Background: an optimization exercise with open tools, aiming at small area. Do not read the settings as production practice. In this exercise RTL edits were held to simulation tests only and were not proved equivalent to the original. No driver is modelled on the clock port, so clocking that relies on it looks cheaper here than on a real chip. No activity file was given, so power comes from the tool's default toggle rates.

### standard.sh
#!/bin/bash
# synth_recipe.tcl (not shown) runs the flow's synth.tcl, then flattens the netlist and writes it again
# the make line also repeats each setting of config.mk as NAME=value (left out here)
make -C /OpenROAD-flow-scripts/flow DESIGN_CONFIG=/design/flow/config.mk WORK_HOME=/design/flow/orfs CLKGATE_MAP_FILE= SYNTH_SCRIPT=/design/flow/synth_recipe.tcl "${@:-finish}"
### flow/run.sh
#!/bin/bash
# Layout flow: the standard flow, with these changes to the cells it picks:
#  - after the standard synthesis (bash standard.sh synth, unchanged), the
#    combinational cells of its netlist (half adders included) are re-mapped for area by Yosys/ABC
#    (flow/remap.py). Flip-flops, full adders and tie cells are left as
#    they are, so the registers keep their names, cells and connections. The
#    new netlist is proven equivalent to the standard one by Yosys; if that
#    fails, the standard netlist is used unchanged;
#  - the input and output ports are buffered with buf_1 instead of the buffer
#    buffer_ports picks by default (clkdlybuf4s50_1, 2.7x the area);
#  - clock tree synthesis runs with ORFS's usual arguments, clock buffers from
#    clkbuf_8 instead of clkbuf_16, and -dont_use_dummy_load.
# Each tool's output goes to a log in the work folder (standard_synth.log,
# remap/*.log, standard.log); ORFS also keeps each step's log under orfs/logs.
set -euo pipefail
export BUFFER_PORTS_ARGS="-buffer_cell sky130_fd_sc_hd__buf_1"
export CTS_ARGS="-sink_clustering_enable -repair_clock_nets -dont_use_dummy_load -buf_list sky130_fd_sc_hd__clkbuf_8"
bash standard.sh synth > standard_synth.log 2>&1
R="orfs/results/${FLOW_PLATFORM}/bicubic_scaler/base"
mkdir -p remap
cp "$R/1_2_yosys.v" remap/std.v
if python3 flow/remap.py remap/std.v remap/remapped.v "$FLOW_TOP" remap > remap/remap_py.log 2>&1; then
  cp remap/remapped.v "$R/1_2_yosys.v"
  echo "re-mapped netlist used" > remap/result.txt
else
  echo "re-mapping failed or not proven: standard netlist used" > remap/result.txt
fi
# the netlist is now newer than 1_synth.odb, so make rebuilds it from there on
touch "$R/1_2_yosys.v"
bash standard.sh > standard.log 2>&1
### config.mk
export PLATFORM = sky130hd
export DESIGN_NAME = bicubic_scaler
export DESIGN_NICKNAME = bicubic_scaler
export VERILOG_FILES = /design/flow/design.v
export SDC_FILE = /design/flow/constraint.sdc
export NUM_CORES = 4
export LEC_CHECK = 0
export CAP_MARGIN = 20
export CORE_MARGIN = 2
export CORE_UTILIZATION = 40
export SLEW_MARGIN = 20
### flow/dontuse.txt
sky130_fd_sc_hd__probe_p_8 sky130_fd_sc_hd__probec_p_8 sky130_fd_sc_hd__lpflow_bleeder_1 sky130_fd_sc_hd__lpflow_clkbufkapwr_1 sky130_fd_sc_hd__lpflow_clkbufkapwr_16 sky130_fd_sc_hd__lpflow_clkbufkapwr_2 sky130_fd_sc_hd__lpflow_clkbufkapwr_4 sky130_fd_sc_hd__lpflow_clkbufkapwr_8 sky130_fd_sc_hd__lpflow_clkinvkapwr_1 sky130_fd_sc_hd__lpflow_clkinvkapwr_16 sky130_fd_sc_hd__lpflow_clkinvkapwr_2 sky130_fd_sc_hd__lpflow_clkinvkapwr_4 sky130_fd_sc_hd__lpflow_clkinvkapwr_8 sky130_fd_sc_hd__lpflow_decapkapwr_12 sky130_fd_sc_hd__lpflow_decapkapwr_3 sky130_fd_sc_hd__lpflow_decapkapwr_4 sky130_fd_sc_hd__lpflow_decapkapwr_6 sky130_fd_sc_hd__lpflow_decapkapwr_8 sky130_fd_sc_hd__lpflow_inputiso0n_1 sky130_fd_sc_hd__lpflow_inputiso0p_1 sky130_fd_sc_hd__lpflow_inputiso1n_1 sky130_fd_sc_hd__lpflow_inputiso1p_1 sky130_fd_sc_hd__lpflow_inputisolatch_1 sky130_fd_sc_hd__lpflow_isobufsrc_1 sky130_fd_sc_hd__lpflow_isobufsrc_16 sky130_fd_sc_hd__lpflow_isobufsrc_2 sky130_fd_sc_hd__lpflow_isobufsrc_4 sky130_fd_sc_hd__lpflow_isobufsrc_8 sky130_fd_sc_hd__lpflow_isobufsrckapwr_16 sky130_fd_sc_hd__lpflow_lsbuf_lh_hl_isowell_tap_1 sky130_fd_sc_hd__lpflow_lsbuf_lh_hl_isowell_tap_2 sky130_fd_sc_hd__lpflow_lsbuf_lh_hl_isowell_tap_4 sky130_fd_sc_hd__lpflow_lsbuf_lh_isowell_4 sky130_fd_sc_hd__lpflow_lsbuf_lh_isowell_tap_1 sky130_fd_sc_hd__lpflow_lsbuf_lh_isowell_tap_2 sky130_fd_sc_hd__lpflow_lsbuf_lh_isowell_tap_4
### flow/remap.py
#!/usr/bin/env python3
# Re-maps the combinational cells of the standard synthesis netlist for area
# with Yosys/ABC, and proves the result equivalent to the standard netlist.
#   remap.py STD.v OUT.v TOP WORKDIR
# Flip-flops, full adders and tie cells are kept untouched (blackboxes),
# so every register keeps its cell type, instance, name and connections.
# Exit status 0 only if OUT.v was written and proven equivalent.
import os, re, subprocess, sys

std, out, top, work = sys.argv[1:5]
here = os.path.dirname(os.path.abspath(__file__))
lib = os.path.join(os.environ.get('FLOW_HOME', '/OpenROAD-flow-scripts/flow'),
                   'platforms/sky130hd/lib/sky130_fd_sc_hd__tt_025C_1v80.lib')
yosys = os.environ.get('YOSYS_EXE') or 'yosys'
if not os.path.exists(yosys):
    yosys = 'yosys'
dont_use = open(os.path.join(here, 'dontuse.txt')).read().split()

net = open(std).read()
types = sorted(set(re.findall(r'^\s*(sky130_fd_sc_hd__\w+)\s', net, re.M)))
keep = [t for t in types if re.match(r'sky130_fd_sc_hd__(s?e?df|dl|fa_|fah|conb)', t)]


def run(name, script):
    path = os.path.join(work, name + '.ys')
    open(path, 'w').write(script)
    with open(os.path.join(work, name + '.log'), 'w') as log:
        return subprocess.call([yosys, '-s', path], stdout=log, stderr=subprocess.STDOUT)


readlib = f'read_liberty -overwrite -ignore_miss_func -ignore_miss_dir {lib}\n'
# ABC scripts tried, in order; the smallest result is kept (the first on a tie)
SCRIPTS = [
    '+strash;dc2;dch,-f;amap;topo',
    '+strash;dch,-f;amap;topo',
    '+strash;dc2;dc2;dch,-f;amap;topo',
    '+strash;ifraig;dc2;dch,-f;amap;topo',
    '+strash;dc2;dch,-f;amap;topo;strash;dch,-f;amap;topo',
    '+strash;dc2;dch,-f;map,-a;topo',
]
best = None
for i, scr in enumerate(SCRIPTS):
    cand = os.path.join(work, f'cand{i}.v')
    remap = readlib + f'''read_verilog {std}
hierarchy -top {top}
blackbox {' '.join(keep)}
flatten
opt_clean
abc -liberty {lib} {' '.join('-dont_use ' + c for c in dont_use)} -script "{scr}"
opt_clean
hilomap -singleton -hicell sky130_fd_sc_hd__conb_1 HI -locell sky130_fd_sc_hd__conb_1 LO
splitnets
opt_clean -purge
hierarchy -top {top} -purge_lib
rename -enumerate -pattern _re%_
tee -o {cand}.stat stat -liberty {lib}
write_verilog -noattr -nohex -nodec {cand}
'''
    if run(f'remap{i}', remap) != 0:
        continue
    m = re.search(r'Chip area for module .*?: ([0-9.]+)', open(cand + '.stat').read())
    if m and (best is None or float(m.group(1)) < best[0]):
        best = (float(m.group(1)), cand, scr)
if best is None:
    sys.exit(1)
with open(os.path.join(work, 'chosen.txt'), 'w') as f:
    f.write(f'{best[0]} {best[2]}\n')
open(out, 'w').write(open(best[1]).read())

# equivalence of the two netlists, each cell read as its liberty function
for name, src in (('gold', std), ('gate', out)):
    if run('flat_' + name, readlib + f'''read_verilog {src}
hierarchy -top {top}
flatten
opt_clean
rename {top} {name}
write_rtlil {os.path.join(work, name + '.il')}
''') != 0:
        sys.exit(1)
sys.exit(run('equiv', f'''read_rtlil {os.path.join(work, 'gold.il')}
read_rtlil {os.path.join(work, 'gate.il')}
equiv_make gold gate eq
hierarchy -top eq
equiv_simple -seq 2
equiv_induct
equiv_status -assert
'''))
### design.v
`timescale 1ns/1ps
module bs_rca #(parameter int W = 8) (
    input  logic [W-1:0] a,
    input  logic [W-1:0] b,
    input  logic         ci,
    output logic [W-1:0] s,
    output logic         co
);
    logic [W:0] c;
    assign c[0] = ci;
    for (genvar i = 0; i < W; i++) begin : g_bit
        assign s[i]   = ~(~a[i] ^ b[i] ^ c[i]);
        assign c[i+1] = ~((~a[i] & ~b[i]) | (~a[i] & ~c[i]) | (~b[i] & ~c[i]));
    end
    assign co = c[W];
endmodule
module bicubic_scaler (
    input  logic        CLK,
    input  logic        RST,
    input  logic        start,
    input  logic [6:0]  v0,
    input  logic [6:0]  h0,
    input  logic [4:0]  sw,
    input  logic [5:0]  sh,
    input  logic [5:0]  tw,
    input  logic [7:0]  src_data,
    output logic        src_rd,
    output logic [13:0] src_addr,
    output logic        dst_we,
    output logic [11:0] dst_addr,
    output logic [7:0]  dst_data,
    output logic        done
);
    localparam logic [1:0] S_IDLE = 2'd0, S_INIT = 2'd1, S_SUB = 2'd2, S_PIX = 2'd3;
    logic [1:0]  state;
    logic [6:0]  cnt;
    logic [4:0]  sm;        
    logic [5:0]  dd;        
    logic [5:0]  rows;      
    logic [13:2] row_base;      
    logic [6:0]  colp;      
    logic [6:0]  rem;
    logic [5:0]  col;       
    logic [11:0] dst_cnt;
    logic [5:0]  dr;
    logic [14:0] x;
    logic [7:0]  t0, t1, t2;
    logic [14:0] p1, p2, p3;
    logic        y1, y2;
    logic [3:0]  g;
    logic        sa, sb, sc;
    logic [6:0]  cnt_inc, tcol, koff, badd, minu, addb, diff;
    logic [5:0]  col_inc, rows_dec, dd_in;
    logic [4:0]  sm_in;
    logic [11:0] dst_inc;
    logic [13:0] addr_sum;
    logic        ge, last_col, dst_wrap, addm, backm, xen, dsel, step100;
    logic        nc0, nc1, nc2, nc3, nc4, nc5, nc6;
    bs_rca #(7)  u_cnt  (.a(cnt),      .b(7'd0),          .ci(1'b1),  .s(cnt_inc),  .co(nc0));
    bs_rca #(7)  u_tcol (.a(colp),     .b(koff),          .ci(1'b0),  .s(tcol),     .co(nc1));
    bs_rca #(6)  u_col  (.a(col),      .b(6'd0),          .ci(1'b1),  .s(col_inc),  .co(last_col));
    bs_rca #(6)  u_rows (.a(rows),     .b(6'h3f),         .ci(1'b0),  .s(rows_dec), .co(nc2));
    bs_rca #(12) u_dst  (.a(dst_cnt),  .b(12'd0),         .ci(1'b1),  .s(dst_inc),  .co(dst_wrap));
    bs_rca #(12) u_addr (.a(row_base), .b({7'd0, badd[6:2]}), .ci(1'b0), .s(addr_sum[13:2]), .co(nc3));
    assign addr_sum[1:0] = badd[1:0];
    bs_rca #(7)  u_sub  (.a(minu),     .b(addb),          .ci(~addm | backm), .s(diff), .co(ge));
    bs_rca #(6)  u_twm1 (.a(tw),       .b(6'h3f),         .ci(1'b0),  .s(dd_in),    .co(nc4));
    bs_rca #(5)  u_swm1 (.a(sw),       .b(5'h1f),         .ci(1'b0),  .s(sm_in),    .co(nc5));
    assign addm  = (cnt == 7'd89);
    assign backm = addm & last_col;
    assign addb  = backm ? {2'b11, ~sm} : addm ? {2'b00, sm} : {1'b1, ~dd};
    assign xen   = (state == S_PIX) && (cnt >= 7'd8) && (cnt <= 7'd22);
    assign dsel  = (state == S_PIX) && (cnt >= 7'd7) && (cnt <= 7'd21);
    assign dr    = p1[5:0];
    assign minu  = xen ? {dr, 1'b0} : backm ? colp : rem;
    always_comb begin
        if (state == S_SUB)
            koff = 7'd1;
        else begin
            case (cnt_inc[6:3])
                4'd1:    koff = 7'h7f;
                4'd2:    koff = 7'd0;
                4'd3:    koff = 7'd1;
                default: koff = 7'd2;
            endcase
        end
    end
    assign step100  = (state == S_INIT) || (cnt == 7'd89);
    assign badd     = step100 ? 7'd100 : tcol;
    assign src_addr = addr_sum;
    assign src_rd   = (state == S_PIX);
    logic        live;
    assign live = src_data[cnt[2:0]];
    always_ff @(posedge CLK) begin
        t0 <= {(cnt[6:3] == 4'd1) ? live : (cnt >= 7'd81 && cnt <= 7'd88) ? f : t0[0], t0[7:1]};
        t1 <= {(cnt[6:3] == 4'd2) ? live : t1[0], t1[7:1]};
        t2 <= {(cnt[6:3] == 4'd3) ? live : t2[0], t2[7:1]};
    end
    logic [1:0]  win;
    logic        tapon, first, running;
    logic        b0, b1, b2, b3;
    logic [3:0]  dig, gq, gsum;
    logic        gco, gbit;
    assign win     = {cnt[6], cnt[4]};
    assign tapon   = ~cnt[3];
    assign first   = (cnt[3:0] == 4'd0);
    assign running = cnt[6] | cnt[5];
    assign b0 = t0[0] & tapon;
    assign b1 = t1[0] & tapon;
    assign b2 = t2[0] & tapon;
    assign b3 = live  & tapon;
    always_comb begin
        case ({win, b3, b2, b1, b0, first})
            7'd0: dig = 4'h0;
            7'd1: dig = 4'h0;
            7'd2: dig = 4'hf;
            7'd3: dig = 4'hf;
            7'd4: dig = 4'h3;
            7'd5: dig = 4'h3;
            7'd6: dig = 4'h2;
            7'd7: dig = 4'h2;
            7'd8: dig = 4'hd;
            7'd9: dig = 4'hd;
            7'd10: dig = 4'hc;
            7'd11: dig = 4'hc;
            7'd12: dig = 4'h0;
            7'd13: dig = 4'h0;
            7'd14: dig = 4'hf;
            7'd15: dig = 4'hf;
            7'd16: dig = 4'h1;
            7'd17: dig = 4'h1;
            7'd18: dig = 4'h0;
            7'd19: dig = 4'h0;
            7'd20: dig = 4'h4;
            7'd21: dig = 4'h4;
            7'd22: dig = 4'h3;
            7'd23: dig = 4'h3;
            7'd24: dig = 4'he;
            7'd25: dig = 4'he;
            7'd26: dig = 4'hd;
            7'd27: dig = 4'hd;
            7'd28: dig = 4'h1;
            7'd29: dig = 4'h1;
            7'd30: dig = 4'h0;
            7'd31: dig = 4'h0;
            7'd32: dig = 4'h0;
            7'd33: dig = 4'h0;
            7'd34: dig = 4'h2;
            7'd35: dig = 4'h2;
            7'd36: dig = 4'hb;
            7'd37: dig = 4'hb;
            7'd38: dig = 4'hd;
            7'd39: dig = 4'hd;
            7'd40: dig = 4'h4;
            7'd41: dig = 4'h4;
            7'd42: dig = 4'h6;
            7'd43: dig = 4'h6;
            7'd44: dig = 4'hf;
            7'd45: dig = 4'hf;
            7'd46: dig = 4'h1;
            7'd47: dig = 4'h1;
            7'd48: dig = 4'hf;
            7'd49: dig = 4'hf;
            7'd50: dig = 4'h1;
            7'd51: dig = 4'h1;
            7'd52: dig = 4'ha;
            7'd53: dig = 4'ha;
            7'd54: dig = 4'hc;
            7'd55: dig = 4'hc;
            7'd56: dig = 4'h3;
            7'd57: dig = 4'h3;
            7'd58: dig = 4'h5;
            7'd59: dig = 4'h5;
            7'd60: dig = 4'he;
            7'd61: dig = 4'he;
            7'd62: dig = 4'h0;
            7'd63: dig = 4'h0;
            7'd64: dig = 4'h0;
            7'd65: dig = 4'h0;
            7'd66: dig = 4'hf;
            7'd67: dig = 4'hf;
            7'd68: dig = 4'h0;
            7'd69: dig = 4'h0;
            7'd70: dig = 4'hf;
            7'd71: dig = 4'hf;
            7'd72: dig = 4'h1;
            7'd73: dig = 4'h1;
            7'd74: dig = 4'h0;
            7'd75: dig = 4'h0;
            7'd76: dig = 4'h1;
            7'd77: dig = 4'h1;
            7'd78: dig = 4'h0;
            7'd79: dig = 4'h0;
            7'd80: dig = 4'h0;
            7'd81: dig = 4'h0;
            7'd82: dig = 4'hf;
            7'd83: dig = 4'hf;
            7'd84: dig = 4'h0;
            7'd85: dig = 4'h0;
            7'd86: dig = 4'hf;
            7'd87: dig = 4'hf;
            7'd88: dig = 4'h1;
            7'd89: dig = 4'h1;
            7'd90: dig = 4'h0;
            7'd91: dig = 4'h0;
            7'd92: dig = 4'h1;
            7'd93: dig = 4'h1;
            7'd94: dig = 4'h0;
            7'd95: dig = 4'h0;
            7'd96: dig = 4'h0;
            7'd97: dig = 4'h1;
            7'd98: dig = 4'h0;
            7'd99: dig = 4'h1;
            7'd100: dig = 4'h2;
            7'd101: dig = 4'h3;
            7'd102: dig = 4'h2;
            7'd103: dig = 4'h3;
            7'd104: dig = 4'h0;
            7'd105: dig = 4'h1;
            7'd106: dig = 4'h0;
            7'd107: dig = 4'h1;
            7'd108: dig = 4'h2;
            7'd109: dig = 4'h3;
            7'd110: dig = 4'h2;
            7'd111: dig = 4'h3;
            7'd112: dig = 4'h0;
            7'd113: dig = 4'h1;
            7'd114: dig = 4'h0;
            7'd115: dig = 4'h1;
            7'd116: dig = 4'h2;
            7'd117: dig = 4'h3;
            7'd118: dig = 4'h2;
            7'd119: dig = 4'h3;
            7'd120: dig = 4'h0;
            7'd121: dig = 4'h1;
            7'd122: dig = 4'h0;
            7'd123: dig = 4'h1;
            7'd124: dig = 4'h2;
            7'd125: dig = 4'h3;
            7'd126: dig = 4'h2;
            7'd127: dig = 4'h3;
            default: dig = 4'h0;
        endcase
    end
    assign gq = first ? 4'd0 : g;
    bs_rca #(4) u_gen (.a(dig), .b(gq), .ci(1'b0), .s(gsum), .co(gco));
    assign gbit = gsum[0];
    always_ff @(posedge CLK) begin
        g <= {dig[3] ^ gq[3] ^ gco, gsum[3:1]};
        if (cnt[3:0] == 4'd15) begin
            if (win == 2'd0) sa <= gbit;
            if (win == 2'd1) sb <= gbit;
            if (win == 2'd2) sc <= gbit;
        end
    end
    logic        ad, bin, cin, din;
    logic        r2, q3, f;
    logic [14:0] u1, u2, u3;
    logic        o1, o2, o3;
    assign bin = running & ((win == 2'd1) ? gbit : (win[1] ? sb : 1'b0));
    assign cin = running & ((win == 2'd2) ? gbit : ((win == 2'd3) ? sc : 1'b0));
    assign din = running & (win == 2'd3) & gbit;
    assign r2 = running & y1;
    assign q3 = running & y2;
    bs_rca #(15) u_m1 (.a(p1), .b(x & {15{ad}}), .ci(bin), .s(u1), .co(o1));
    bs_rca #(15) u_m2 (.a(p2), .b(x & {15{r2}}), .ci(cin), .s(u2), .co(o2));
    bs_rca #(15) u_m3 (.a(p3), .b(x & {15{q3}}), .ci(din), .s(u3), .co(o3));
    assign f = u3[0];
    always_ff @(posedge CLK) begin
        p1  <= {o1, u1[14:7], dsel ? (ge ? diff[5:0] : minu[5:0]) : u1[6:1]};
        p2  <= {o2, u2[14:1]};
        p3  <= {o3, u3[14:1]};
        ad  <= running & ((win == 2'd0) ? gbit : sa);
        y1  <= u1[0];
        y2  <= u2[0];
    end
    assign dst_data = f ? {8{~t0[7]}} : t0;
    always_ff @(posedge CLK) begin
        if (xen)
            x <= {x[13:0], ge};
    end
    logic last_row;
    assign last_row = (rows == 6'd1);
    assign dst_addr = dst_cnt;
    assign dst_we   = (state == S_PIX) && (cnt == 7'd89);
    assign done     = dst_we && last_col && last_row;
    always_ff @(posedge CLK) begin
        cnt <= cnt_inc;
        if (RST) begin
            state <= S_IDLE;
        end else if (start) begin
            colp     <= h0;
            sm       <= sm_in;
            dd       <= dd_in;
            rows     <= sh;
            row_base <= '0;
            dst_cnt  <= {5'h1f, ~v0};
            col      <= ~dd_in;
            rem      <= '0;
            state    <= S_INIT;
        end else begin
            case (state)
                S_IDLE: ;
                S_INIT: begin
                    dst_cnt <= dst_inc;
                    if (dst_wrap) begin
                        cnt   <= 7'd7;
                        state <= S_PIX;
                    end else begin
                        row_base <= addr_sum[13:2];
                    end
                end
                S_SUB: begin
                    if (ge) begin
                        rem  <= diff;
                        colp <= tcol;
                    end else begin
                        cnt   <= 7'd7;
                        state <= S_PIX;
                    end
                end
                default: begin   
                    if (cnt == 7'd89) begin
                        dst_cnt <= dst_inc;
                        if (last_col) begin
                            if (last_row) begin
                                state <= S_IDLE;
                            end else begin
                                rows     <= rows_dec;
                                row_base <= addr_sum[13:2];
                                col      <= ~dd;
                                rem      <= '0;
                                colp     <= diff;     
                                cnt      <= 7'd7;
                            end
                        end else begin
                            col   <= col_inc;
                            rem   <= diff;
                            state <= S_SUB;
                        end
                    end
                end
            endcase
        end
    end
endmodule
### constraint.sdc
create_clock -name core_clock -period 15.0 [get_ports {CLK}]
set_input_delay 3.0000 -clock core_clock [delete_from_list [all_inputs] [get_ports {CLK}]]
set_output_delay 3.0000 -clock core_clock [all_outputs]
set_load 0.01 [all_outputs]
==> results of run 1 <==
-- stage by stage --
stage / instances / setup WS, ns / total power [mW] / utilization
global route: 1112 / 3.68 / 1.69 / 0.454
finish: 1112 / 4.06 / 1.53 / 0.454
floorplan: 747 / 4.31 / 1.13 / -
detailed placement: 1095 / 3.59 / 1.32 / 0.441
global placement: 1095 / 3.78 / 1.29 / 0.441
CTS: 1112 / 4.09 / 1.56 / 0.453
-- flip-flops by register name (all words and copies together), names as in the netlist, 12 cells and up --
register,flops
x,15
p1,15
p3,15
row_base,12
dst_cnt,12
p2,15
-- how the worst min path moves through the flow --
stage | startpoint | endpoint | slack [ns]
5_1_grt | t1[3] | t1[2] | 0.32
6_report | t0[4] | t0[3] | 0.31
2_1_floorplan | t1[1] | t1[0] | 0.31
3_3_place_gp | t1[5] | t1[4] | 0.31
4_1_cts | t0[4] | t0[3] | 0.31
3_5_place_dp | t1[4] | t1[3] | 0.31
-- per-layer routing --
layer / global-route usage / vias up
met4: 0.0516 / 0
met5: 0 / -
met2: 0.236 / 150
met1: 0.229 / 2661
met3: 0.0364 / 18
li1: - / 2760
-- power by group --
group,switching [mW],internal (mW)
clock,0.137,0.100
combinational,0.353,0.242
sequential,0.0857,0.614
total,0.576,0.956
-- critical path: stages --
cell	delay (ns)
buf_1	0.06
and3_1	0.15
a2111oi_0	0.06
a21oi_1	0.50
clkinv_1	0.38
nor2_1	0.29
nand2_1	0.08
o21ai_0	0.10
or2_0	0.14
a31oi_1	0.08
or2_0	0.30
nand2_1	0.15
o32ai_1	0.11
fa_1	0.40
fa_1	0.38
fa_1	0.38
fa_1	0.38
fa_1	0.40
fa_1	0.40
fa_1	0.39
fa_1	0.39
fa_1	0.39
fa_1	0.39
fa_1	0.38
fa_1	0.39
fa_1	0.39
fa_1	0.39
fa_1	0.43
-- layout make-up --
cell class | instances | area (um^2) | area share
clock buffer | 17 | 234 | 0.0267
sequential | 164 | 4070 | 0.464
timing repair buffer | 83 | 332 | 0.0378
inverter | 89 | 334 | 0.0381
multi-input combinational | 494 | 3470 | 0.395
tap | 265 | 332 | 0.0378
==> metrics.md, run 1 <==
| Metric | Value |
|---|---|
| Outcome | timing/DRC/antenna clean |
| N_diodes | 0 |
| Hold path cells | 0 |
| Final ANT Viol Nets | 0 |
| Critical path launch point | src_data[5] |
| Unrepaired setup endpoints after global routing | false |
| Vias | 5589 |
| Antenna violations before repair | 0 |
| Final wirelength | 15400 um |
| DP Area | 0.00852 mm^2 |
| Final instance area | 0.00877 mm^2 |
| Endpoints failing setup | 0 |
| Grt ovf | 0 |
| Commonest non-fill, non-tap cell in the layout | nor2_1 |
| CTS buffer count | 17 |
| Worst IR drop on VDD | 0.0668 mV |
| Hold Worst Slack | 0.310 ns |
| Max-slew headroom | 0.313 |
| Met1 Wirelength | 7300 um |
| Met3 WL post-DR | 774 um |
| Clock buffer depth | 2 |
| Min-Delay Path Class | flip-flop to flip-flop |
| Initial Utilization | 0.406 |
| Top-Level Pins | 79 |
| Max Clock Skew | 0.0305 ns |
| Critical Path End Type | flip-flop |
| Clk pin slew, worst setup/hold paths | 0.10 ns |
| Final Hold Fails | 0 |
| Synth Instances | 747 |
| Die area | 0.0208 mm^2 |
| Post-CTS Setup Repair Bufs | 0 |
| RR Endpoint | p2[13] |
| Achievable Freq | 91.4 MHz |
| Top sig layer | met4 |
| Final Cycle Share | 0.729 |
| Vias in the first global route | 5261 |
| Crit path arrival time | 11.26 ns |
| Hpwl dp | 11700 um |
| Synthesized area | 0.00785 mm^2 |
| Die Span Y | 144 um |
| Most frequent cells in the layout | 151 x nor2_1, 89 x clkinv_1, 85 x dfxtp_1 |
| Crit path kind | input port to flip-flop |
| Synthesized net count | 853 |
| Pwr dens | 175 mW/mm^2 |
| Number of clock sinks | 164 |
| CP Capture Point | p2[13] |
| Critical Path Start Type | input port |
| Global-route wire length before repair | 25700 um |
| R2r worst-path depth | 28 |
| CTS tree | done |
| Fraction of layout cells with a size suffix above 1 | 0.0319 |
| Static Leakage | 3.20 nW |
| Crit Path Max Fanout | 8 |
| FF-to-FF setup slack | 5.99 ns |
| Drt pass-1 iters | 5 |
| Site Rows | 51 |
| Sum Neg Setup Slack | 0 ns |
| Area grow syn2layout | 11.8% |
| Data required time at the worst endpoint | 15.33 ns |
| Total core area | 0.0193 mm^2 |
| PostCTS Resize Cnt | 0 |
| Largest net degree at the start of global routing | 44 |
| RR Startpoint | cnt[0] |
| Hold_buf cts | 0 |
| Max-cap violations | 0 |
| DRC | 0 |
| Avg Vias per Cell | 5.03 |
| Clk latency of the worst-skew pair | 0.45 ns |
| Fill count | 1853 |
| Die X | 144 um |
| Port Buffers | 78 |
| DR iter-0 viols | 434 |
| Met2 routed wirelength | 7090 um |
| Max-slew violations | 0 |
| Nets@finish | 955 |
| H-tree Lvls | 4 |
| Root buf cell | clkbuf_8 |
| Final critical-path required period | 10.94 ns |
| Slew at the pin with the worst max-slew slack | 1.02 ns |
| All-Layer GR Usage | 0.158 |
| Wirelength per Cell | 13.8 um |
| Post-Syn Area per Cell | 10.5 um^2 |
| GP Congestion | 0.860 |
| Syn. warnings | 1 |
==> run 2: changes to the inputs <==
--- a/design.v
+++ b/design.v
@@ -49,5 +49,5 @@
     logic        y1, y2;
     logic [3:0]  g;
-    logic        sa, sb, sc;
+    logic        sb, sc;
     logic [6:0]  cnt_inc, tcol, koff, badd, minu, addb, diff;
     logic [5:0]  col_inc, rows_dec, dd_in;
@@ -249,5 +249,4 @@
         g <= {dig[3] ^ gq[3] ^ gco, gsum[3:1]};
         if (cnt[3:0] == 4'd15) begin
-            if (win == 2'd0) sa <= gbit;
             if (win == 2'd1) sb <= gbit;
             if (win == 2'd2) sc <= gbit;
@@ -271,5 +270,5 @@
         p2  <= {o2, u2[14:1]};
         p3  <= {o3, u3[14:1]};
-        ad  <= running & ((win == 2'd0) ? gbit : sa);
+        ad  <= running & ((win == 2'd0) ? gbit : ad);
         y1  <= u1[0];
         y2  <= u2[0];
==> run 2 against run 1 <==
Still clean. Sequential power shrank 1%. Fmax shrank 1.9%. Final cell count shrank 0.72%. Total power grew 0.74%. Flip-flop and latch count shrank 1. Global-route usage grew 0.35 points. Cell area shrank 0.58%. Setup slack lost 0.21 ns. Critical path depth grew 2. Wire length grew 1.9%. First-iteration DRC count shrank 38%.
==> metrics.md, run 2 <==
| Metric | Value |
|---|---|
| Avg Vias per Cell | 4.98 (was 5.03) |
| CTS tree | done (unchanged) |
| Antenna violations before repair | 0 (unchanged) |
| Final Hold Fails | 0 (unchanged) |
| CP peak stage delay | 0.48 ns (was 0.50 ns) |
| Top-Level Pins | 79 (unchanged) |
| Drt pass-1 iters | 5 (unchanged) |
| Max-cap violations | 0 (unchanged) |
| DRC | 0 (unchanged) |
| N_diodes | 0 (unchanged) |
| Pwr dens | 177 mW/mm^2 (was 175 mW/mm^2) |
| Initial Utilization | 0.404 (was 0.406) |
| Max-slew headroom | 0.456 (was 0.313) |
| Clk pin slew, worst setup/hold paths | 0.08 ns (was 0.10 ns) |
| Vias | 5500 (was 5589) |
| Crit path kind | input port to flip-flop (unchanged) |
| Clock buffer depth | 2 (unchanged) |
| Commonest non-fill, non-tap cell in the layout | nor2_1 (unchanged) |
| Global-route wire length before repair | 26300 um (was 25700 um) |
| Die X | 144 um (about the same) |
| Area grow syn2layout | 11.7% (was 11.8%) |
| Critical Path Start Type | input port (unchanged) |
| Dpl cells | 1087 (was 1095) |
| CTS buffer count | 17 (unchanged) |
| Die Span Y | 144 um (about the same) |
| Fraction of layout cells with a size suffix above 1 | 0.0298 (was 0.0319) |
| Port Buffers | 78 (unchanged) |
| Slew at the pin with the worst max-slew slack | 0.808 ns (was 1.02 ns) |
| Endpoints failing setup | 0 (unchanged) |
| Wirelength per Cell | 14.2 um (was 13.8 um) |
| Sum Neg Setup Slack | 0 ns (unchanged) |
| Fin cells | 1104 (was 1112) |
| Synthesized area | 0.00781 mm^2 (was 0.00785 mm^2) |
| H-tree Lvls | 4 (unchanged) |
| All-Layer GR Usage | 0.162 (was 0.158) |
| Synth Instances | 737 (was 747) |
| Total core area | 0.0193 mm^2 (unchanged) |
| PostCTS Resize Cnt | 0 (unchanged) |
| Synthesized net count | 843 (was 853) |
| Max-slew violations | 0 (unchanged) |
| Min-Delay Path Class | flip-flop to flip-flop (unchanged) |
| Crit path max-delay cell type | a32oi_1 (was a21oi_1) |
| Syn. warnings | 1 (unchanged) |
| Most frequent cells in the layout | 166 x nor2_1, 85 x dfxtp_1, 84 x clkinv_1 (was 151 x nor2_1, 89 x clkinv_1, 85 x dfxtp_1) |
| Root buf cell | clkbuf_8 (unchanged) |
| Fin util | 0.451 (was 0.454) |
| Grt ovf | 0 (unchanged) |
| Unrepaired setup endpoints after global routing | false (unchanged) |
| Hpwl dp | 12000 um (was 11700 um) |
| Critical Path End Type | flip-flop (unchanged) |
| Crit path arrival time | 11.47 ns (was 11.26 ns) |
| Data required time at the worst endpoint | 15.32 ns (was 15.33 ns) |
| Final wirelength | 15700 um (was 15400 um) |
| Clk latency of the worst-skew pair | 0.44 ns (was 0.45 ns) |
| Outcome | timing/DRC/antenna clean (unchanged) |
| Post-CTS Setup Repair Bufs | 0 (unchanged) |
| Site Rows | 51 (unchanged) |
| Final Cycle Share | 0.743 (was 0.729) |
| Final critical-path required period | 11.15 ns (was 10.94 ns) |
| Total power | 1.54 mW (was 1.53 mW) |
| Achievable Freq | 89.7 MHz (was 91.4 MHz) |
| Crit Path Max Fanout | 10 (was 8) |
| Number of clock sinks | 163 (was 164) |
| Vias in the first global route | 5369 (was 5261) |
| Final ANT Viol Nets | 0 (unchanged) |
| DR iter-0 viols | 267 (was 434) |
| Max Clock Skew | 0.0288 ns (was 0.0305 ns) |
| Nets@finish | 947 (was 955) |
| Die area | 0.0207 mm^2 (was 0.0208 mm^2) |
| GP Congestion | 0.843 (was 0.860) |
| CP dominant cell by count | fa_1 (unchanged) |
| Hold_buf cts | 0 (unchanged) |
| Worst IR drop on VDD | 0.0646 mV (was 0.0668 mV) |
| Largest net degree at the start of global routing | 37 (was 44) |
| Static Leakage | 3.20 nW (about the same) |
| Post-Syn Area per Cell | 10.6 um^2 (was 10.5 um^2) |
[run 2: area by class of cell]
| class | count | area, um^2 |
|---|---|---|
| clock buffer | 17 | 234 |
| timing repair buffer | 85 | 345 |
| inverter | 84 | 315 |
| tap | 265 | 332 |
| sequential | 163 | 4040 |
| fill | 1887 | 10600 |
| multi-input combinational | 490 | 3450 |
[run 2: worst paths after layout]
check	startpoint	endpoint	slack, ns	cells past startpoint
max	src_data[5]	p1[13]	3.85	30
min	t2[6]	t2[5]	0.31	0
min reg2reg	t2[6]	t2[5]	0.31	0
max reg2reg	cnt[1]	p1[13]	5.77	30
[run 2: through the flow]
stage                     cell area (um^2)  hold WS (ns)  setup WS [ns]
after floorplan                       7810         0.310           4.07
after global placement                8490         0.310           3.53
after detailed placement              8490         0.314           3.38
after CTS                             8720         0.318           3.87
after global routing                  8720         0.327           3.42
final                                 8720         0.313           3.85
[run 2: power breakdown]
part	total (mW)	internal (mW)	switching, mW
Combinational	0.617	0.245	0.372
Sequential	0.689	0.609	0.0801
Clock	0.237	0.100	0.137
[run 2: critical path, delay by kind of cell]
family / cells / cell delay (ns)
buffers and inverters: 3 / 0.57
adders and majority gates: 15 / 5.83
and+or+nand+nor: 5 / 0.83
AOI/OAI and AO/OA: 7 / 1.21
[run 2: metal layers]
metal | global-route usage | routed length [um]
met5 | 0 | 0
met3 | 0.0377 | 623
met4 | 0.0346 | 125
met2 | 0.247 | 7290
met1 | 0.236 | 7650
==> run 3: changes to the inputs <==
--- a/flow/run.sh
+++ b/flow/run.sh
@@ -15,5 +15,5 @@
 set -euo pipefail
 export BUFFER_PORTS_ARGS="-buffer_cell sky130_fd_sc_hd__buf_1"
-export CTS_ARGS="-sink_clustering_enable -repair_clock_nets -dont_use_dummy_load -buf_list sky130_fd_sc_hd__clkbuf_8"
+export CTS_ARGS="-sink_clustering_enable -repair_clock_nets -dont_use_dummy_load -buf_list sky130_fd_sc_hd__clkbuf_4"
 bash standard.sh synth > standard_synth.log 2>&1
 R="orfs/results/${FLOW_PLATFORM}/bicubic_scaler/base"
--- a/config.mk
+++ b/config.mk
@@ -8,4 +8,4 @@
 export CAP_MARGIN = 20
 export CORE_MARGIN = 2
-export CORE_UTILIZATION = 40
+export CORE_UTILIZATION = 85
 export SLEW_MARGIN = 20
==> run 3 against run 2 <==
Area after synthesis unchanged. Synthesized cell count stayed put. The flow now stops in global routing (5_1_grt).
==> metrics.md, run 3 <==
| Metric | Value |
|---|---|
| Outcome | stopped before the end (was timing/DRC/antenna clean) |
| Failing step | global routing (5_1_grt) |
| First Err | [ERROR GRT-0116] Global routing finished with congestion. Check the congestion regions in the DRC Viewer. |
| Site Rows | 34 (was 51) |
| Hold_buf cts | 0 (unchanged) |
| Top-Level Pins | 79 (unchanged) |
| PostCTS Resize Cnt | 0 (unchanged) |
| Vias in the first global route | 8460 |
| Synth Instances | 737 (unchanged) |
| Post-CTS Setup Repair Bufs | 0 (unchanged) |
| Initial Utilization | 0.887 (was 0.404) |
| Die Span Y | 99.8 um (was 144 um) |
| Root buf cell | clkbuf_4 (was clkbuf_8) |
| Synthesized net count | 843 (unchanged) |
| DP Area | 0.00827 mm^2 (was 0.00849 mm^2) |
| All-Layer GR Usage | 0.647 |
| Post-Syn Area per Cell | 10.6 um^2 (unchanged) |
| Largest net degree at the start of global routing | 38 |
| Synthesized area | 0.00781 mm^2 (unchanged) |
| Syn. warnings | 1 (unchanged) |
| Grt ovf | 2 |
| Global-route wire length before repair | 46900 um |
| H-tree Lvls | 4 (unchanged) |
| GP Congestion | 0.997 (was 0.843) |
| Die X | 99.8 um (was 144 um) |
| CTS buffer count | 17 (unchanged) |
| Port Buffers | 78 (unchanged) |
| Clock buffer depth | 2 (unchanged) |
| Hpwl dp | 17100 um (was 12000 um) |
-- run 3: per-stage QoR --
stage / setup WS [ns] / utilization / power (mW) / cells
3_5_place_dp: 2.76 / 0.939 / 1.42 / 927
3_3_place_gp: 3.74 / 0.939 / 1.27 / 927
4_1_cts: 3.03 / 0.954 / 1.65 / 944
2_1_floorplan: 4.07 / - / 1.15 / 737
-- run 3: routing by layer --
layer / overflow / GRT usage
met5: 0 / 0.0256
met4: 1 / 0.671
met3: 0 / 0.377
met2: 1 / 0.890
met1: 0 / 0.658
-- run 3: how the worst max path moves through the flow --
stage	startpoint	depth (start not counted)	slack, ns	endpoint
2_1_floorplan	src_data[5]	29	4.07	p1[13]
3_3_place_gp	src_data[5]	30	3.74	p1[13]
3_5_place_dp	src_data[5]	30	2.76	p1[13]
4_1_cts	src_data[2]	29	3.03	p1[13]
-- run 3: power by group through the flow --
stage / Sequential, mW / Clock [mW] / Combinational (mW)
3_5_place_dp: 0.710 / 0 / 0.707
2_1_floorplan: 0.681 / 0 / 0.464
3_3_place_gp: 0.694 / 0 / 0.580
4_1_cts: 0.707 / 0.182 / 0.763
==> run 4: changes to the inputs <==
--- a/flow/run.sh
+++ b/flow/run.sh
@@ -10,5 +10,7 @@
 #    buffer_ports picks by default (clkdlybuf4s50_1, 2.7x the area);
 #  - clock tree synthesis runs with ORFS's usual arguments, clock buffers from
-#    clkbuf_8 instead of clkbuf_16, and -dont_use_dummy_load.
+#    clkbuf_4 instead of clkbuf_16, and -dont_use_dummy_load; afterwards
+#    (flow/post_cts.tcl) each clock buffer whose flip-flop loads see more than
+#    110 ps of slew is upsized to clkbuf_8.
 # Each tool's output goes to a log in the work folder (standard_synth.log,
 # remap/*.log, standard.log); ORFS also keeps each step's log under orfs/logs.
@@ -16,4 +18,5 @@
 export BUFFER_PORTS_ARGS="-buffer_cell sky130_fd_sc_hd__buf_1"
 export CTS_ARGS="-sink_clustering_enable -repair_clock_nets -dont_use_dummy_load -buf_list sky130_fd_sc_hd__clkbuf_4"
+export POST_CTS_TCL="$PWD/flow/post_cts.tcl"
 bash standard.sh synth > standard_synth.log 2>&1
 R="orfs/results/${FLOW_PLATFORM}/bicubic_scaler/base"
==> flow/post_cts.tcl (new file) <==
proc my_fix_clock_slew {small big thr} {
  estimate_parasitics -placement
  set changed 0
  foreach inst [get_cells *] {
    if {[get_property $inst ref_name] != $small} { continue }
    set worst 0
    foreach out [get_pins -of_objects $inst -filter "direction == output"] {
      foreach p [get_pins -of_objects [get_nets -of_objects $out] -filter "direction == input"] {
        foreach s [list [get_property $p slew_max_rise] [get_property $p slew_max_fall]] {
          if {$s > $worst} { set worst $s }
        }
      }
    }
    if {$worst > $thr} {
      replace_cell $inst $big
      incr changed
    }
  }
  puts "my_fix_clock_slew: upsized $changed $small to $big"
  if {$changed > 0} {
    detailed_placement
    check_placement -verbose
    estimate_parasitics -placement
  }
}
my_fix_clock_slew sky130_fd_sc_hd__clkbuf_4 sky130_fd_sc_hd__clkbuf_8 0.110
--- a/flow/remap.py
+++ b/flow/remap.py
@@ -38,4 +38,6 @@
     '+strash;dc2;dch,-f;amap;topo;strash;dch,-f;amap;topo',
     '+strash;dc2;dch,-f;map,-a;topo',
+    '+strash;dc2;dch,-f;amap,-F,100;topo',
+    '+strash;ifraig;dc2;dch,-f;amap;topo;strash;ifraig;dc2;dch,-f;amap;topo',
 ]
 best = None
--- a/config.mk
+++ b/config.mk
@@ -8,4 +8,4 @@
 export CAP_MARGIN = 20
 export CORE_MARGIN = 2
-export CORE_UTILIZATION = 85
+export CORE_UTILIZATION = 40
 export SLEW_MARGIN = 20
==> run 4 against run 3 <==
The run now finishes clean. Area after synthesis decreased by 0.27%. Synthesized cell count decreased by 0.68%.
==> metrics.md, run 4 <==
| Metric | Value |
|---|---|
| Clk latency of the worst-skew pair | 0.45 ns |
| DP Area | 0.00847 mm^2 (was 0.00827 mm^2) |
| Number of clock sinks | 163 |
| RR Endpoint | p2[13] |
| Pwr dens | 174 mW/mm^2 |
| Max Clock Skew | 0.0357 ns |
| DRC | 0 |
| Site Rows | 51 (was 34) |
| CTS tree | done |
| Area grow syn2layout | 11.3% |
| Global-route wire length before repair | 25300 um |
| Post-Syn Area per Cell | 10.6 um^2 (about the same) |
| Max-cap violations | 0 |
| Die X | 144 um (was 99.8 um) |
| Max-slew headroom | 0.288 |
| R2r worst-path depth | 29 |
| Data required time at the worst endpoint | 15.30 ns |
| Clk pin slew, worst setup/hold paths | 0.10 ns |
| Fraction of layout cells with a size suffix above 1 | 0.0300 |
| Critical Path Start Type | input port |
| Top-Level Pins | 79 (unchanged) |
| Wirelength per Cell | 14.0 um |
| Outcome | timing/DRC/antenna clean (was stopped before the end) |
| Worst Hold Endpoint | t1[3] |
| Grt ovf | 0 |
| Sum Neg Setup Slack | 0 ns |
| Largest net degree at the start of global routing | 38 |
| Synthesized net count | 838 (was 843) |
| Hold path cells | 0 |
| Die Span Y | 144 um (was 99.8 um) |
| Final instance area | 0.00866 mm^2 |
| Vias | 5466 |
| Endpoints failing setup | 0 |
| Hpwl dp | 11800 um (was 17100 um) |
| Crit path arrival time | 11.68 ns |
| Unrepaired setup endpoints after global routing | false |
| HP Start | t1[4] |
| Final critical-path required period | 11.38 ns |
| Max-slew violations | 0 |
| Nets@finish | 941 |
| Slew at the pin with the worst max-slew slack | 1.06 ns |
| Most frequent cells in the layout | 141 x nor2_1, 98 x clkinv_1, 85 x dfxtp_1 |
| Final Hold Fails | 0 |
| GP Congestion | 0.914 (was 0.997) |
| Final ANT Viol Nets | 0 |
| Commonest non-fill, non-tap cell in the layout | nor2_1 |
| Worst IR drop on VDD | 0.0608 mV |
| FF-to-FF setup slack | 5.49 ns |
| Synth Instances | 732 (was 737) |
| Crit path kind | input port to flip-flop |
| Final Cycle Share | 0.759 |
| All-Layer GR Usage | 0.158 |
| Die area | 0.0206 mm^2 |
| Syn. warnings | 1 (unchanged) |
| Initial Utilization | 0.404 (was 0.887) |
| Vias in the first global route | 5269 |
| Critical Path End Type | flip-flop |
| Synthesized area | 0.00779 mm^2 (was 0.00781 mm^2) |
| Fill count | 1886 |
| Achievable Freq | 87.9 MHz |
| Static Leakage | 3.19 nW |
| Drt pass-1 iters | 5 |
| RR Startpoint | cnt[0] |
| Final wirelength | 15300 um |
| N_diodes | 0 |
| Port Buffers | 78 (unchanged) |
| Avg Vias per Cell | 4.98 |
| Total core area | 0.0193 mm^2 |
| DR iter-0 viols | 336 |
| Antenna violations before repair | 0 |
| Crit Path Max Fanout | 9 |
| Min-Delay Path Class | flip-flop to flip-flop |
==> run 4: metrics by stage <==
stage                     cells  utilization  hold WS [ns]  setup slack [ns]  total power, mW
after floorplan             732            -         0.310              3.83             1.13
after global placement     1081        0.439         0.312              3.35             1.30
after detailed placement   1081        0.439         0.314              3.16             1.32
after global routing       1098        0.450         0.325              3.16             1.65
final                      1098        0.450         0.312              3.62             1.51
==> run 4: layout make-up <==
class / instances / area [um^2] / area share
clock buffers: 17 / 190 / 0.0219
repair buffers: 84 / 338 / 0.0390
inverters: 98 / 368 / 0.0425
well taps: 265 / 332 / 0.0383
multi-input cells: 471 / 3390 / 0.392
flip-flops and latches: 163 / 4040 / 0.467
==> run 4: report_power, final <==
part / switching (mW) / leakage, nW / internal (mW)
Clock: 0.134 / 0.104 / 0.0808
Combinational: 0.364 / 1.65 / 0.237
Sequential: 0.0826 / 1.44 / 0.610
==> run 4: routing by layer <==
| layer | part of all wire | track usage | routed length, um |
|---|---|---|---|
| met5 | 0 | 0 | 0 |
| met4 | 0.016 | 0.0506 | 248 |
| met1 | 0.47 | 0.216 | 7220 |
| met2 | 0.46 | 0.248 | 6990 |
| met3 | 0.057 | 0.0407 | 879 |
==> run 4: how the worst max path moves through the flow <==
stage	start	endpoint	slack (ns)
2_1_floorplan	src_data[6]	p2[13]	3.83
3_3_place_gp	src_data[6]	p2[13]	3.35
3_5_place_dp	src_data[6]	p2[13]	3.16
5_1_grt	src_data[6]	p2[13]	3.16
6_report	src_data[6]	p2[13]	3.62
==> run 4: worst max-delay path: stages <==
cell,delay (ns)
buf_1,0.07
a32o_1,0.16
a221oi_1,0.04
a32oi_1,0.51
clkinv_1,0.44
o21ai_0,0.32
nor2_1,0.09
o221ai_1,0.16
o311ai_0,0.18
or3_1,0.38
nand2_1,0.10
clkinv_1,0.11
a32o_1,0.29
fa_1,0.37
fa_1,0.38
fa_1,0.38
fa_1,0.38
fa_1,0.38
fa_1,0.38
fa_1,0.39
fa_1,0.39
fa_1,0.39
fa_1,0.39
fa_1,0.38
fa_1,0.38
fa_1,0.39
fa_1,0.38
fa_1,0.42
==> run 5: changes to the inputs <==
--- a/design.v
+++ b/design.v
@@ -48,5 +48,5 @@
     logic [14:0] p1, p2, p3;
     logic        y1, y2;
-    logic [3:0]  g;
+    logic [2:0]  g;
     logic        sb, sc;
     logic [6:0]  cnt_inc, tcol, koff, badd, minu, addb, diff;
@@ -100,5 +100,6 @@
     logic        tapon, first, running;
     logic        b0, b1, b2, b3;
-    logic [3:0]  dig, gq, gsum;
+    logic [3:0]  dig, gsum;
+    logic [2:0]  gq;
     logic        gco, gbit;
     assign win     = {cnt[6], cnt[4]};
@@ -114,64 +115,64 @@
             7'd0: dig = 4'h0;
             7'd1: dig = 4'h0;
-            7'd2: dig = 4'hf;
-            7'd3: dig = 4'hf;
-            7'd4: dig = 4'h3;
-            7'd5: dig = 4'h3;
-            7'd6: dig = 4'h2;
-            7'd7: dig = 4'h2;
-            7'd8: dig = 4'hd;
-            7'd9: dig = 4'hd;
-            7'd10: dig = 4'hc;
-            7'd11: dig = 4'hc;
+            7'd2: dig = 4'h1;
+            7'd3: dig = 4'h1;
+            7'd4: dig = 4'hd;
+            7'd5: dig = 4'hd;
+            7'd6: dig = 4'he;
+            7'd7: dig = 4'he;
+            7'd8: dig = 4'h3;
+            7'd9: dig = 4'h3;
+            7'd10: dig = 4'h4;
+            7'd11: dig = 4'h4;
             7'd12: dig = 4'h0;
             7'd13: dig = 4'h0;
-            7'd14: dig = 4'hf;
-            7'd15: dig = 4'hf;
-            7'd16: dig = 4'h1;
-            7'd17: dig = 4'h1;
+            7'd14: dig = 4'h1;
+            7'd15: dig = 4'h1;
+            7'd16: dig = 4'hf;
+            7'd17: dig = 4'hf;
             7'd18: dig = 4'h0;
             7'd19: dig = 4'h0;
-            7'd20: dig = 4'h4;
-            7'd21: dig = 4'h4;
-            7'd22: dig = 4'h3;
-            7'd23: dig = 4'h3;
-            7'd24: dig = 4'he;
-            7'd25: dig = 4'he;
-            7'd26: dig = 4'hd;
-            7'd27: dig = 4'hd;
-            7'd28: dig = 4'h1;
-            7'd29: dig = 4'h1;
+            7'd20: dig = 4'hc;
+            7'd21: dig = 4'hc;
+            7'd22: dig = 4'hd;
+            7'd23: dig = 4'hd;
+            7'd24: dig = 4'h2;
+            7'd25: dig = 4'h2;
+            7'd26: dig = 4'h3;
+            7'd27: dig = 4'h3;
+            7'd28: dig = 4'hf;
+            7'd29: dig = 4'hf;
             7'd30: dig = 4'h0;
             7'd31: dig = 4'h0;
             7'd32: dig = 4'h0;
             7'd33: dig = 4'h0;
-            7'd34: dig = 4'h2;
-            7'd35: dig = 4'h2;
-            7'd36: dig = 4'hb;
-            7'd37: dig = 4'hb;
-            7'd38: dig = 4'hd;
-            7'd39: dig = 4'hd;
-            7'd40: dig = 4'h4;
-            7'd41: dig = 4'h4;
-            7'd42: dig = 4'h6;
-            7'd43: dig = 4'h6;
+            7'd34: dig = 4'h1;
+            7'd35: dig = 4'h1;
+            7'd36: dig = 4'he;
+            7'd37: dig = 4'he;
+            7'd38: dig = 4'hf;
+            7'd39: dig = 4'hf;
+            7'd40: dig = 4'h1;
+            7'd41: dig = 4'h1;
+            7'd42: dig = 4'h2;
+            7'd43: dig = 4'h2;
             7'd44: dig = 4'hf;
             7'd45: dig = 4'hf;
-            7'd46: dig = 4'h1;
-            7'd47: dig = 4'h1;
-            7'd48: dig = 4'hf;
-            7'd49: dig = 4'hf;
+            7'd46: dig = 4'h0;
+            7'd47: dig = 4'h0;
+            7'd48: dig = 4'h0;
+            7'd49: dig = 4'h0;
             7'd50: dig = 4'h1;
             7'd51: dig = 4'h1;
-            7'd52: dig = 4'ha;
-            7'd53: dig = 4'ha;
-            7'd54: dig = 4'hc;
-            7'd55: dig = 4'hc;
-            7'd56: dig = 4'h3;
-            7'd57: dig = 4'h3;
-            7'd58: dig = 4'h5;
-            7'd59: dig = 4'h5;
-            7'd60: dig = 4'he;
-            7'd61: dig = 4'he;
+            7'd52: dig = 4'he;
+            7'd53: dig = 4'he;
+            7'd54: dig = 4'hf;
+            7'd55: dig = 4'hf;
+            7'd56: dig = 4'h1;
+            7'd57: dig = 4'h1;
+            7'd58: dig = 4'h2;
+            7'd59: dig = 4'h2;
+            7'd60: dig = 4'hf;
+            7'd61: dig = 4'hf;
             7'd62: dig = 4'h0;
             7'd63: dig = 4'h0;
@@ -243,9 +244,9 @@
         endcase
     end
-    assign gq = first ? 4'd0 : g;
-    bs_rca #(4) u_gen (.a(dig), .b(gq), .ci(1'b0), .s(gsum), .co(gco));
+    assign gq = first ? {3{(win == 2'd1) & ad}} : g;
+    bs_rca #(4) u_gen (.a(dig), .b({gq[2], gq}), .ci(1'b0), .s(gsum), .co(gco));
     assign gbit = gsum[0];
     always_ff @(posedge CLK) begin
-        g <= {dig[3] ^ gq[3] ^ gco, gsum[3:1]};
+        g <= gsum[3:1];
         if (cnt[3:0] == 4'd15) begin
             if (win == 2'd1) sb <= gbit;
@@ -262,5 +263,5 @@
     assign r2 = running & y1;
     assign q3 = running & y2;
-    bs_rca #(15) u_m1 (.a(p1), .b(x & {15{ad}}), .ci(bin), .s(u1), .co(o1));
+    bs_rca #(15) u_m1 (.a(p1), .b(~x & {15{ad}}), .ci(win == 2'd0 ? ad : bin), .s(u1), .co(o1));
     bs_rca #(15) u_m2 (.a(p2), .b(x & {15{r2}}), .ci(cin), .s(u2), .co(o2));
     bs_rca #(15) u_m3 (.a(p3), .b(x & {15{q3}}), .ci(din), .s(u3), .co(o3));
==> run 5 against run 4 <==
Still clean on timing, DRC and antenna. Register-to-register slack improved by 0.65 ns. Via count down 1.6%. Flip-flop and latch count down 1. Area after synthesis decreased by 1.2%. Non-clock buffer count is 2 higher. Clock power about the same. Critical path depth increased by 4. Clock-buffer cell count did not move. Total power decreased by 4.9%. Setup slack improved by 0.61 ns. Critical path type unchanged. Largest cell class unchanged.
==> metrics.md, run 5 <==
| Metric | Value |
|---|---|
| Pwr dens | 168 mW/mm^2 (was 174 mW/mm^2) |
| Clk latency of the worst-skew pair | 0.45 ns (about the same) |
| Synth Instances | 715 (was 732) |
| Final critical-path required period | 10.77 ns (was 11.38 ns) |
| CP dominant cell by count | fa_1 (unchanged) |
| Largest net degree at the start of global routing | 39 (was 38) |
| Commonest non-fill, non-tap cell in the layout | nor2_1 (unchanged) |
| Drt pass-1 iters | 5 (unchanged) |
| Final Cycle Share | 0.718 (was 0.759) |
| Critical Path Start Type | input port (unchanged) |
| Wirelength per Cell | 14.5 um (was 14.0 um) |
| Static Leakage | 3.11 nW (was 3.19 nW) |
| Syn. warnings | 1 (unchanged) |
| Critical Path End Type | flip-flop (unchanged) |
| Synthesized net count | 820 (was 838) |
| Max Clock Skew | 0.0381 ns (was 0.0357 ns) |
| Fin util | 0.455 (was 0.450) |
| DR iter-0 viols | 310 (was 336) |
| Worst IR drop on VDD | 0.0833 mV (was 0.0608 mV) |
| Final ANT Viol Nets | 0 (unchanged) |
| Max-cap violations | 0 (unchanged) |
| DRC | 0 (unchanged) |
| N_diodes | 0 (unchanged) |
| Crit path kind | input port to flip-flop (unchanged) |
| CTS tree | done (unchanged) |
| Fraction of layout cells with a size suffix above 1 | 0.0318 (was 0.0300) |
| GP Congestion | 0.876 (was 0.914) |
| Hold Worst Slack | 0.325 ns (was 0.312 ns) |
| Total core area | 0.0188 mm^2 (was 0.0193 mm^2) |
| Die Span Y | 143 um (was 144 um) |
| Number of clock sinks | 162 (was 163) |
| Endpoints failing setup | 0 (unchanged) |
| Min-Delay Path Class | flip-flop to flip-flop (unchanged) |
| Die X | 143 um (was 144 um) |
| Sum Neg Setup Slack | 0 ns (unchanged) |
| Avg Vias per Cell | 5.11 (was 4.98) |
| CP peak stage delay | 0.43 ns (was 0.51 ns) |
| Nets@finish | 925 (was 941) |
| Most frequent cells in the layout | 140 x nor2_1, 95 x clkinv_1, 84 x dfxtp_1 (was 141 x nor2_1, 98 x clkinv_1, 85 x dfxtp_1) |
| Max-slew violations | 0 (unchanged) |
| Clk pin slew, worst setup/hold paths | 0.08 ns (was 0.10 ns) |
| Synthesized area | 0.00769 mm^2 (was 0.00779 mm^2) |
| Global-route wire length before repair | 25600 um (was 25300 um) |
| Unrepaired setup endpoints after global routing | false (unchanged) |
| Final Worst Setup Slack | 4.23 ns (was 3.62 ns) |
| Outcome | timing/DRC/antenna clean (unchanged) |
| Data required time at the worst endpoint | 15.29 ns (was 15.30 ns) |
| Crit Path Max Fanout | 6 (was 9) |
| Max-slew headroom | 0.324 (was 0.288) |
| Grt ovf | 0 (unchanged) |
| All-Layer GR Usage | 0.160 (was 0.158) |
| Slew at the pin with the worst max-slew slack | 1.00 ns (was 1.06 ns) |
| Port Buffers | 78 (unchanged) |
| Die area | 0.0204 mm^2 (was 0.0206 mm^2) |
| Vias | 5379 (was 5466) |
| Total power | 1.43 mW (was 1.51 mW) |
| Area grow syn2layout | 10.9% (was 11.3%) |
| Vias in the first global route | 5203 (was 5269) |
| Top-Level Pins | 79 (unchanged) |
| Site Rows | 50 (was 51) |
| Final wirelength | 15300 um (about the same) |
| Crit path max-delay cell type | a31oi_1 (was a32oi_1) |
| Post-Syn Area per Cell | 10.8 um^2 (was 10.6 um^2) |
| Achievable Freq | 92.9 MHz (was 87.9 MHz) |
| Crit path arrival time | 11.06 ns (was 11.68 ns) |
| Antenna violations before repair | 0 (unchanged) |
| Final Hold Fails | 0 (unchanged) |
| Initial Utilization | 0.410 (was 0.404) |
| Hpwl dp | 11500 um (was 11800 um) |
| Place WS | 3.78 ns (was 3.16 ns) |
==> run 5: area by class of cell <==
cell class                 instances  area (um^2)
sequential                       162         4020
multi-input combinational        458         3320
fill                            1823        10200
inverter                          95          357
clock buffer                      17          190
timing repair buffer              86          353
tap                              234          293
==> run 5: path summary, 6_finish.rpt <==
check,startpoint,to,slack (ns),depth (start not counted)
worst max-delay path,src_data[7],p1[13],4.23,32
worst min-delay path,t1[3],t1[2],0.32,0
worst max register to register,cnt[2],p1[13],6.14,32
worst min register to register,t1[3],t1[2],0.32,0
==> run 5: critical path, delay by kind of cell <==
| kind | cells | cell delay [ns] |
|---|---|---|
| compound gates | 8 | 1.35 |
| buf+inv | 2 | 0.15 |
| fa+ha+maj | 15 | 5.84 |
| simple gates | 7 | 0.70 |
==> run 5: where the power goes <==
group | internal (mW) | switching [mW] | leakage (nW) | total [mW]
clock network | 0.0809 | 0.134 | 0.104 | 0.215
logic | 0.224 | 0.322 | 1.58 | 0.546
registers | 0.598 | 0.0755 | 1.43 | 0.674
total | 0.903 | 0.531 | 3.11 | 1.43
==> run 5: per-layer routing <==
| metal | up-vias | routed length, um | track usage |
|---|---|---|---|
| met5 | - | 0 | 0 |
| met4 | 0 | 138 | 0.0485 |
| met3 | 11 | 750 | 0.0349 |
| met2 | 121 | 6930 | 0.244 |
| met1 | 2575 | 7470 | 0.228 |
| li1 | 2672 | - | - |
==> run 5: metrics by stage <==
step | area (um^2) | instances
after floorplan | 7690 | 715
after global placement | 8340 | 1034
after detailed placement | 8340 | 1034
after global routing | 8530 | 1052
final | 8530 | 1052
==> run 6: changes to the inputs <==
--- a/design.v
+++ b/design.v
@@ -51,14 +51,15 @@
     logic        sb, sc;
     logic [6:0]  cnt_inc, tcol, koff, badd, minu, addb, diff;
-    logic [5:0]  col_inc, rows_dec, dd_in;
+    logic [11:0] rc_inc;
+    logic [5:0]  dd_in;
     logic [4:0]  sm_in;
     logic [11:0] dst_inc;
     logic [13:0] addr_sum;
-    logic        ge, last_col, dst_wrap, addm, backm, xen, dsel, step100;
+    logic        ge, last_col, last_pix, dst_wrap, addm, backm, xen, dsel, step100;
     logic        nc0, nc1, nc2, nc3, nc4, nc5, nc6;
     bs_rca #(7)  u_cnt  (.a(cnt),      .b(7'd0),          .ci(1'b1),  .s(cnt_inc),  .co(nc0));
     bs_rca #(7)  u_tcol (.a(colp),     .b(koff),          .ci(1'b0),  .s(tcol),     .co(nc1));
-    bs_rca #(6)  u_col  (.a(col),      .b(6'd0),          .ci(1'b1),  .s(col_inc),  .co(last_col));
-    bs_rca #(6)  u_rows (.a(rows),     .b(6'h3f),         .ci(1'b0),  .s(rows_dec), .co(nc2));
+    bs_rca #(12) u_rc   (.a({rows, col}), .b(12'd0),      .ci(1'b1),  .s(rc_inc),   .co(last_pix));
+    assign last_col = &col;
     bs_rca #(12) u_dst  (.a(dst_cnt),  .b(12'd0),         .ci(1'b1),  .s(dst_inc),  .co(dst_wrap));
     bs_rca #(12) u_addr (.a(row_base), .b({7'd0, badd[6:2]}), .ci(1'b0), .s(addr_sum[13:2]), .co(nc3));
@@ -280,9 +281,7 @@
             x <= {x[13:0], ge};
     end
-    logic last_row;
-    assign last_row = (rows == 6'd1);
     assign dst_addr = dst_cnt;
     assign dst_we   = (state == S_PIX) && (cnt == 7'd89);
-    assign done     = dst_we && last_col && last_row;
+    assign done     = dst_we && last_pix;
     always_ff @(posedge CLK) begin
         cnt <= cnt_inc;
@@ -293,8 +292,8 @@
             sm       <= sm_in;
             dd       <= dd_in;
-            rows     <= sh;
+            rows     <= ~sh;      
             row_base <= '0;
             dst_cnt  <= {5'h1f, ~v0};
-            col      <= ~dd_in;
+            col      <= 6'h3f;
             rem      <= '0;
             state    <= S_INIT;
@@ -305,4 +304,6 @@
                     dst_cnt <= dst_inc;
                     if (dst_wrap) begin
+                        rows  <= rc_inc[11:6];
+                        col   <= ~dd;
                         cnt   <= 7'd7;
                         state <= S_PIX;
@@ -324,8 +325,8 @@
                         dst_cnt <= dst_inc;
                         if (last_col) begin
-                            if (last_row) begin
+                            if (last_pix) begin
                                 state <= S_IDLE;
                             end else begin
-                                rows     <= rows_dec;
+                                rows     <= rc_inc[11:6];
                                 row_base <= addr_sum[13:2];
                                 col      <= ~dd;
@@ -335,5 +336,5 @@
                             end
                         end else begin
-                            col   <= col_inc;
+                            col   <= rc_inc[5:0];
                             rem   <= diff;
                             state <= S_SUB;
==> run 6 against run 5 <==
First-iteration DRC count decreased by 5.2%. Final cell count decreased by 0.57%. Non-clock buffer count decreased by 2. Global-route usage decreased by 0.14 points. Clock skew decreased by 0.0038 ns. Synthesized cell count decreased by 0.56%. Combinational power increased by 2%. Sequential power about the same. Largest power group unchanged.
==> metrics.md, run 6 <==
| Metric | Value |
|---|---|
| Synthesized net count | 816 (was 820) |
| Site Rows | 50 (unchanged) |
| Achievable Freq | 93.7 MHz (was 92.9 MHz) |
| Fill count | 1783 (was 1823) |
| GRT Max-Usage Layer | met2 (unchanged) |
| Unrepaired setup endpoints after global routing | false (unchanged) |
| Data required time at the worst endpoint | 15.30 ns (was 15.29 ns) |
| Worst IR drop on VDD | 0.104 mV (was 0.0833 mV) |
| Max-slew violations | 0 (unchanged) |
| Grt ovf | 0 (unchanged) |
| Top-Level Pins | 79 (unchanged) |
| Most frequent cells in the layout | 153 x nor2_1, 88 x clkinv_1, 84 x dfxtp_1 (was 140 x nor2_1, 95 x clkinv_1, 84 x dfxtp_1) |
| Synth Instances | 711 (was 715) |
| Vias in the first global route | 5335 (was 5203) |
| Global-route wire length before repair | 25300 um (was 25600 um) |
| Commonest non-fill, non-tap cell in the layout | nor2_1 (unchanged) |
| Synthesized area | 0.00767 mm^2 (was 0.00769 mm^2) |
| Outcome | timing/DRC/antenna clean (unchanged) |
| Crit Path Max Fanout | 7 (was 6) |
| Max-cap violations | 0 (unchanged) |
| Sum Neg Setup Slack | 0 ns (unchanged) |
| Number of clock sinks | 162 (unchanged) |
| Critical Path Start Type | input port (unchanged) |
| Max Clock Skew | 0.0344 ns (was 0.0381 ns) |
| Switching pwr | 0.536 mW (was 0.531 mW) |
| Pwr dens | 169 mW/mm^2 (was 168 mW/mm^2) |
| N_diodes | 0 (unchanged) |
| CTS tree | done (unchanged) |
| Min-Delay Path Class | flip-flop to flip-flop (unchanged) |
| Final Cycle Share | 0.711 (was 0.718) |
| Initial Utilization | 0.409 (was 0.410) |
| Crit path kind | input port to flip-flop (unchanged) |
| CP dominant cell by count | fa_1 (unchanged) |
| Die area | 0.0203 mm^2 (was 0.0204 mm^2) |
| Clk pin slew, worst setup/hold paths | 0.07 ns (was 0.08 ns) |
| Die X | 143 um (about the same) |
| Fraction of layout cells with a size suffix above 1 | 0.0296 (was 0.0318) |
| Flop pwr share | 0.468 (was 0.470) |
| Drt pass-1 iters | 6 (was 5) |
| Final ANT Viol Nets | 0 (unchanged) |
| Antenna violations before repair | 0 (unchanged) |
| Total core area | 0.0188 mm^2 (unchanged) |
| Critical Path End Type | flip-flop (unchanged) |
| Endpoints failing setup | 0 (unchanged) |
| Hold Worst Slack | 0.328 ns (was 0.325 ns) |
| Final critical-path required period | 10.67 ns (was 10.77 ns) |
| M2 GR Usage | 0.248 (was 0.244) |
| Internal power | 0.902 mW (was 0.903 mW) |
| Slew at the pin with the worst max-slew slack | 1.02 ns (was 1.00 ns) |
| Largest net degree at the start of global routing | 35 (was 39) |
| Clk latency of the worst-skew pair | 0.45 ns (about the same) |
| Clock group share of total power | 0.146 (was 0.150) |
| GP Congestion | 0.857 (was 0.876) |
| Max-slew headroom | 0.312 (was 0.324) |
| Avg Vias per Cell | 5.08 (was 5.11) |
| Vias | 5311 (was 5379) |
| Port Buffers | 78 (unchanged) |
| Gate power share | 0.386 (was 0.380) |
| Crit path arrival time | 10.97 ns (was 11.06 ns) |
| GR Layer Usage met3 | 0.0404 (was 0.0349) |
| CP peak stage delay | 0.43 ns (about the same) |
| DR iter-0 viols | 294 (was 310) |
| Area grow syn2layout | 10.7% (was 10.9%) |
| Final Hold Fails | 0 (unchanged) |
| Final wirelength | 14800 um (was 15300 um) |
| Hpwl dp | 11300 um (was 11500 um) |
| Wirelength per Cell | 14.2 um (was 14.5 um) |
| Crit path max-delay cell type | fa_1 (was a31oi_1) |
| Sw Ratio | 0.373 (was 0.370) |
| RR Startpoint | cnt[1] (was cnt[2]) |
| Nets@finish | 919 (was 925) |
| Die Span Y | 143 um (about the same) |
| Critical path launch point | src_data[6] (was src_data[7]) |
| All-Layer GR Usage | 0.158 (was 0.160) |
| Static Leakage | 3.12 nW (was 3.11 nW) |
| HP Start | t1[6] (was t1[3]) |
| DRC | 0 (unchanged) |
| Met1 Track Usage GR | 0.216 (was 0.228) |
| Post-Syn Area per Cell | 10.8 um^2 (about the same) |
| Syn. warnings | 1 (unchanged) |
==> run 6: final cells by class <==
type / count / area, um^2 / area share
clock buffer: 17 / 190 / 0.0224
inverter: 88 / 330 / 0.0389
multi-input combinational: 461 / 3320 / 0.391
sequential: 162 / 4020 / 0.474
tap: 234 / 293 / 0.0345
timing repair buffer: 84 / 338 / 0.0398
==> run 6: worst max-delay path, delay by kind of cell <==
kind	cells	cell delay, ns
adders and majority gates	15	5.83
buffers and inverters	3	0.45
AOI/OAI and AO/OA	8	1.57
and+or+nand+nor	2	0.09
==> run 6: final timing paths <==
| path | depth (start not counted) | endpoint | slack, ns |
|---|---|---|---|
| max | 28 | p1[13] | 4.33 |
| min | 0 | t1[5] | 0.33 |
| max reg2reg | 29 | p1[13] | 6.17 |
| min reg2reg | 0 | t1[5] | 0.33 |
==> run 6: metrics by stage <==
stage | std cells | power (mW) | setup WS (ns) | util | area (um^2)
after floorplan | 711 | 1.08 | 4.47 | - | 7670
after global placement | 1029 | 1.23 | 4.04 | 0.442 | 8300
final | 1046 | 1.44 | 4.33 | 0.453 | 8500
after global routing | 1046 | 1.58 | 3.78 | 0.453 | 8500
after detailed placement | 1029 | 1.25 | 3.84 | 0.442 | 8300
==> run 6: power by group through the flow <==
stage,Sequential (mW),Combinational (mW),Clock [mW]
floorplan,0.668,0.413,0
global placement,0.686,0.546,0
detailed placement,0.687,0.568,0
global route,0.694,0.653,0.238
finish,0.674,0.555,0.210
==> run 6: routing by layer <==
layer	vias up	wire (um)	part of all wire
li1	2664	-	-
met1	2498	7120	0.48
met2	128	6810	0.46
met3	21	691	0.047
met4	0	216	0.015
met5	-	0	0

## static timing again, ports no longer ideal
In the flow no input, the clock included, has a driving cell. The finished layouts below were timed again as built, in two steps. Step 1 sets driving cells, clkbuf_16 on the clock port and buf_2 on the other inputs (assumed; they add their load-dependent delay and slew). Step 2 also shifts input and output timing later by t, the mid clock arrival at the registers, as if the neighbouring blocks saw the same clock. a / b / c = ideal / step 1 / step 2; a / b = the first two.
| run | shift t [ns] | setup WS [ns] |
|---|---|---|
| run 1 | 0.477 | 4.063 / 4.078 / 3.601 |
| run 2 | 0.468 | 3.849 / 3.864 / 3.396 |
| run 4 | 0.471 | 3.622 / 3.637 / 3.166 |
| run 5 | 0.467 | 4.234 / 4.251 / 3.784 |
| run 6 | 0.466 | 4.329 / 4.341 / 3.875 |
After both steps every run listed still meets setup and hold.
